Source: an optimization exercise on an open RTL-to-GDS flow (aim: small area, a short achievable clock period and few clock cycles). Production flows keep margins and buffers that such runs may drop.
Where RTL was checked, it was by simulation tests only, not by an equivalence proof against the original.

Setup of before:
// matmul_top
module matmul_top (
	input  logic                clk,
	input  logic                reset_n,
	input  logic                dut_valid,
	output logic                dut_ready,
	output matmul_pkg::mm_addr_t a_rd_addr,
	input  matmul_pkg::mm_data_t a_rd_data,
	output matmul_pkg::mm_addr_t b_rd_addr,
	input  matmul_pkg::mm_data_t b_rd_data,
	output logic                c_wr_en,
	output matmul_pkg::mm_addr_t c_wr_addr,
	output matmul_pkg::mm_data_t c_wr_data
);
	logic       elem_first, elem_last, elem_job_last;
	logic       sum_valid, sum_final, job_done;
	logic [6:0] a_addr, b_addr;
	logic [5:0] c_addr;
	assign a_rd_addr = {9'd0, a_addr};
	assign b_rd_addr = {9'd0, b_addr};
	assign c_wr_addr = {10'd0, c_addr};
	matmul_sequencer u_sequencer (
		.clk           (clk),
		.reset_n       (reset_n),
		.dut_valid     (dut_valid),
		.dut_ready     (dut_ready),
		.a_addr        (a_addr),
		.a_rd_data     (a_rd_data),
		.b_addr        (b_addr),
		.b_rd_data     (b_rd_data),
		.elem_first    (elem_first),
		.elem_last     (elem_last),
		.elem_job_last (elem_job_last),
		.job_done      (job_done)
	);
	mac_accumulate u_mac (
		.clk           (clk),
		.reset_n       (reset_n),
		.a_rd_data     (a_rd_data),
		.b_rd_data     (b_rd_data),
		.elem_first    (elem_first),
		.elem_last     (elem_last),
		.elem_job_last (elem_job_last),
		.sum_valid     (sum_valid),
		.sum_final     (sum_final),
		.c_wr_data     (c_wr_data)
	);
	result_writer u_writer (
		.clk       (clk),
		.reset_n   (reset_n),
		.sum_valid (sum_valid),
		.sum_final (sum_final),
  ...
Size in the first run: about 150 I/O pins, about 20000 um2 of cells after synthesis.
==> flow/config.mk <==
export PLATFORM = sky130hd
export DESIGN_NAME = matmul_top
export DESIGN_NICKNAME = matmul_top
export VERILOG_FILES = /design/flow/design.v
export SDC_FILE = /design/flow/constraint.sdc
export NUM_CORES = 4
export LEC_CHECK = 0
export ABC_AREA = 1
export CAP_MARGIN = 50
export CORE_MARGIN = 2
export CORE_UTILIZATION = 40
export SLEW_MARGIN = 70
export SYNTH_HIERARCHICAL = 1
==> flow/constraint.sdc <==
create_clock -name core_clock -period 10.0 [get_ports {clk}]
set_input_delay 2.0000 -clock core_clock [delete_from_list [all_inputs] [get_ports {clk}]]
set_output_delay 2.0000 -clock core_clock [all_outputs]
set_load 0.01 [all_outputs]
standard.sh (not shown) runs the stock make flow with config.mk's settings and CLKGATE_MAP_FILE= SYNTH_SCRIPT=/design/flow/synth_recipe.tcl, a recipe that flattens the netlist after the stock synthesis.
==> flow/flow/run.sh <==
#!/bin/bash
set -euo pipefail
bash standard.sh "BUFFER_PORTS_ARGS=-buffer_cell sky130_fd_sc_hd__buf_2" \
	SETUP_SLACK_MARGIN=6.5 finish > standard.log 2>&1
Looking at the reports, before completed the entire flow and the layout it produced met the timing, design-rule and antenna checks.
Testbench counts of before, summed over its fixed seeds: cycles 13,659.
Changes in after relative to before:
--- a/flow/design.v
+++ b/flow/design.v
@@ -12,13 +12,14 @@
 	input  logic        dut_valid,
 	output logic        dut_ready,
 	output logic [6:0]  a_addr,
 	input  logic [31:0] a_rd_data,
 	output logic [6:0]  b_addr,
 	input  logic [31:0] b_rd_data,
-	output logic        elem_first,     
+	output logic        elem_valid,     
+	output logic        elem_first,
 	output logic        elem_last,
 	output logic        elem_job_last,
 	input  logic        job_done        
 );
 	logic       hdr;       
 	logic       run;       
@@ -44,14 +45,16 @@
 		if (hdr) begin
 			km1 <= 3'(hk - 4'd1);
 			nm1 <= 3'(hn - 4'd1);
 			mm1 <= 3'(hm - 4'd1);
 		end
 	end
-	always_ff @(posedge clk)
+	always_ff @(posedge clk) begin
 		elem_first <= hdr || k_cnt == 3'd0;
+		elem_last  <= hdr ? k1 : last_k;
+	end
 	always_ff @(posedge clk) begin
 		if (hdr) begin
 			k_cnt <= {2'd0, !k1};
 			j_cnt <= {2'd0, k1 && !n1};
 			i_cnt <= {2'd0, k1 && n1};
 			a_row <= (k1 && n1) ? 7'd2 : 7'd1;
@@ -72,16 +75,16 @@
 			dut_ready     <= 1'b1;
 			hdr           <= 1'b0;
 			run           <= 1'b0;
 			drain         <= 1'b0;
 			a_addr        <= 7'd0;
 			b_addr        <= 7'd0;
-			elem_last     <= 1'b0;
+			elem_valid    <= 1'b0;
 			elem_job_last <= 1'b0;
 		end else begin
-			elem_last     <= hdr ? k1 : (run && last_k);
+			elem_valid    <= hdr || run;
 			elem_job_last <= hdr ? (k1 && n1 && m1) :
 				(run && last_k && last_j && last_i);
 			hdr           <= accept;
 			if (accept) begin
 				dut_ready <= 1'b0;
 				a_addr    <= 7'd1;
@@ -119,23 +122,24 @@
 `default_nettype none
 module mac_accumulate (
 	input  logic        clk,
 	input  logic        reset_n,
 	input  logic [31:0] a_rd_data,
 	input  logic [31:0] b_rd_data,
+	input  logic        elem_valid,    
 	input  logic        elem_first,
 	input  logic        elem_last,
 	input  logic        elem_job_last,  
 	output logic        sum_valid,     
 	output logic        sum_final,     
 	output logic [31:0] c_wr_data
 );
 	logic [31:0] aq, bq;               
 	logic [15:0] one_d, two_d, one_q, two_q;  
-	logic        q_first, q_last, q_jl;
-	logic        m_first, m_last, m_jl;
+	logic        q_valid, q_first, q_last, q_jl;
+	logic        m_valid, m_first, m_last, m_jl;
 	logic [31:0] acc_sg;               
 	logic [31:0] acc_s_d, acc_c_d;     
 	logic [82:0] mid_q;
 	logic pp1;
 	logic pp2;
 	logic pp3;
@@ -1676,32 +1680,36 @@
 	assign acc_c_d[30] = hs807;
 	assign acc_s_d[31] = hc808;
 	assign acc_c_d[31] = hs815;
 	assign acc_sg = m_first ? 32'd0 : c_wr_data;
 	always_ff @(posedge clk or negedge reset_n) begin
 		if (!reset_n) begin
+			q_valid   <= 1'b0;
+			q_first   <= 1'b0;
 			q_last    <= 1'b0;
 			q_jl      <= 1'b0;
-			m_last    <= 1'b0;
 			m_jl      <= 1'b0;
+			m_valid   <= 1'b0;
+			m_first   <= 1'b0;
+			m_last    <= 1'b0;
 			sum_valid <= 1'b0;
 			sum_final <= 1'b0;
 		end else begin
+			q_valid   <= elem_valid;
+			q_first   <= elem_first;
 			q_last    <= elem_last;
 			q_jl      <= elem_job_last;
-			m_last    <= q_last;
 			m_jl      <= q_jl;
-			sum_valid <= m_last;
-			sum_final <= m_jl;
+			m_valid   <= q_valid;
+			m_first   <= q_first;
+			m_last    <= q_last;
+			sum_valid <= m_valid && m_last;
+			sum_final <= m_valid && m_jl;
 		end
 	end
 	always_ff @(posedge clk) begin
-		q_first <= elem_first;
-		m_first <= q_first;
-	end
-	always_ff @(posedge clk) begin
 		aq        <= a_rd_data;
 		bq        <= b_rd_data;
 		one_q     <= one_d;
 		two_q     <= two_d;
 		mid_q     <= mid_d;
 		c_wr_data <= acc_s_d + acc_c_d;
@@ -1762,13 +1770,13 @@
 	output matmul_pkg::mm_addr_t b_rd_addr,
 	input  matmul_pkg::mm_data_t b_rd_data,
 	output logic                c_wr_en,
 	output matmul_pkg::mm_addr_t c_wr_addr,
 	output matmul_pkg::mm_data_t c_wr_data
 );
-	logic       elem_first, elem_last, elem_job_last;
+	logic       elem_valid, elem_first, elem_last, elem_job_last;
 	logic       sum_valid, sum_final, job_done;
 	logic [6:0] a_addr, b_addr;
 	logic [5:0] c_addr;
 	assign a_rd_addr = {9'd0, a_addr};
 	assign b_rd_addr = {9'd0, b_addr};
 	assign c_wr_addr = {10'd0, c_addr};
@@ -1778,22 +1786,24 @@
 		.dut_valid     (dut_valid),
 		.dut_ready     (dut_ready),
 		.a_addr        (a_addr),
 		.a_rd_data     (a_rd_data),
 		.b_addr        (b_addr),
 		.b_rd_data     (b_rd_data),
+		.elem_valid    (elem_valid),
 		.elem_first    (elem_first),
 		.elem_last     (elem_last),
 		.elem_job_last (elem_job_last),
 		.job_done      (job_done)
 	);
 	mac_accumulate u_mac (
 		.clk           (clk),
 		.reset_n       (reset_n),
 		.a_rd_data     (a_rd_data),
 		.b_rd_data     (b_rd_data),
+		.elem_valid    (elem_valid),
 		.elem_first    (elem_first),
 		.elem_last     (elem_last),
 		.elem_job_last (elem_job_last),
 		.sum_valid     (sum_valid),
 		.sum_final     (sum_final),
 		.c_wr_data     (c_wr_data)
In after the maximum clock frequency turned out about 1.4% lower than in before. Across both runs, number of signal-net buffers in the layout was lower for after than for before. Between after and before, the synthesized area does not differ in any meaningful way. Looking at after and before, the die width is a wash. Between after and before, synthesis-to-layout area growth is higher for before, after comes in under that. There was hardly any difference in area enclosed by the die boundary between before and after. Per the comparison of after with before, area fraction in compound gates after synthesis flat, post-synthesis mux area share flat. Re half-perimeter wire length after detailed placement: before was lower than after. Going from before to after, reg2reg setup slack shrinks by 0.05 ns. Maximum number of pins on one net before global-route repair: after > before. Against before, after comes in 0.039 ns higher on worst hold margin.
For after, only the layout was checked, not whether the RTL still works.

==> re-timing with driven ports <==
The flow's constraints put no driver on any port. The routed layouts listed below were extracted and timed again, unchanged, in two steps. Step 1: set_driving_cell puts a clkbuf_16 on clk and a buf_2 on each other input, an assumption about the parent block. Step 2 also shifts input and output timing later by t, the mid clock arrival at the registers, as if the neighbouring blocks saw the same clock. Three values: no drivers, after step 1, after step 2; two values: the first two.
run	t, ns	setup slack, ns	latest minus earliest clock arrival (ns)	slew at the worst register clock pin (ns)	pins driven straight from the clock port
before	0.665	6.696 / 6.692 / 6.642	0.043 / 0.043	0.07 / 0.07	1
after	0.651	6.650 / 6.650 / 6.650	0.022 / 0.021	0.06 / 0.06	1
After both steps every run listed still meets setup and hold. The setup slack of before, which loses most, moves by -0.004 ns with the drivers and by -0.054 ns with both steps.
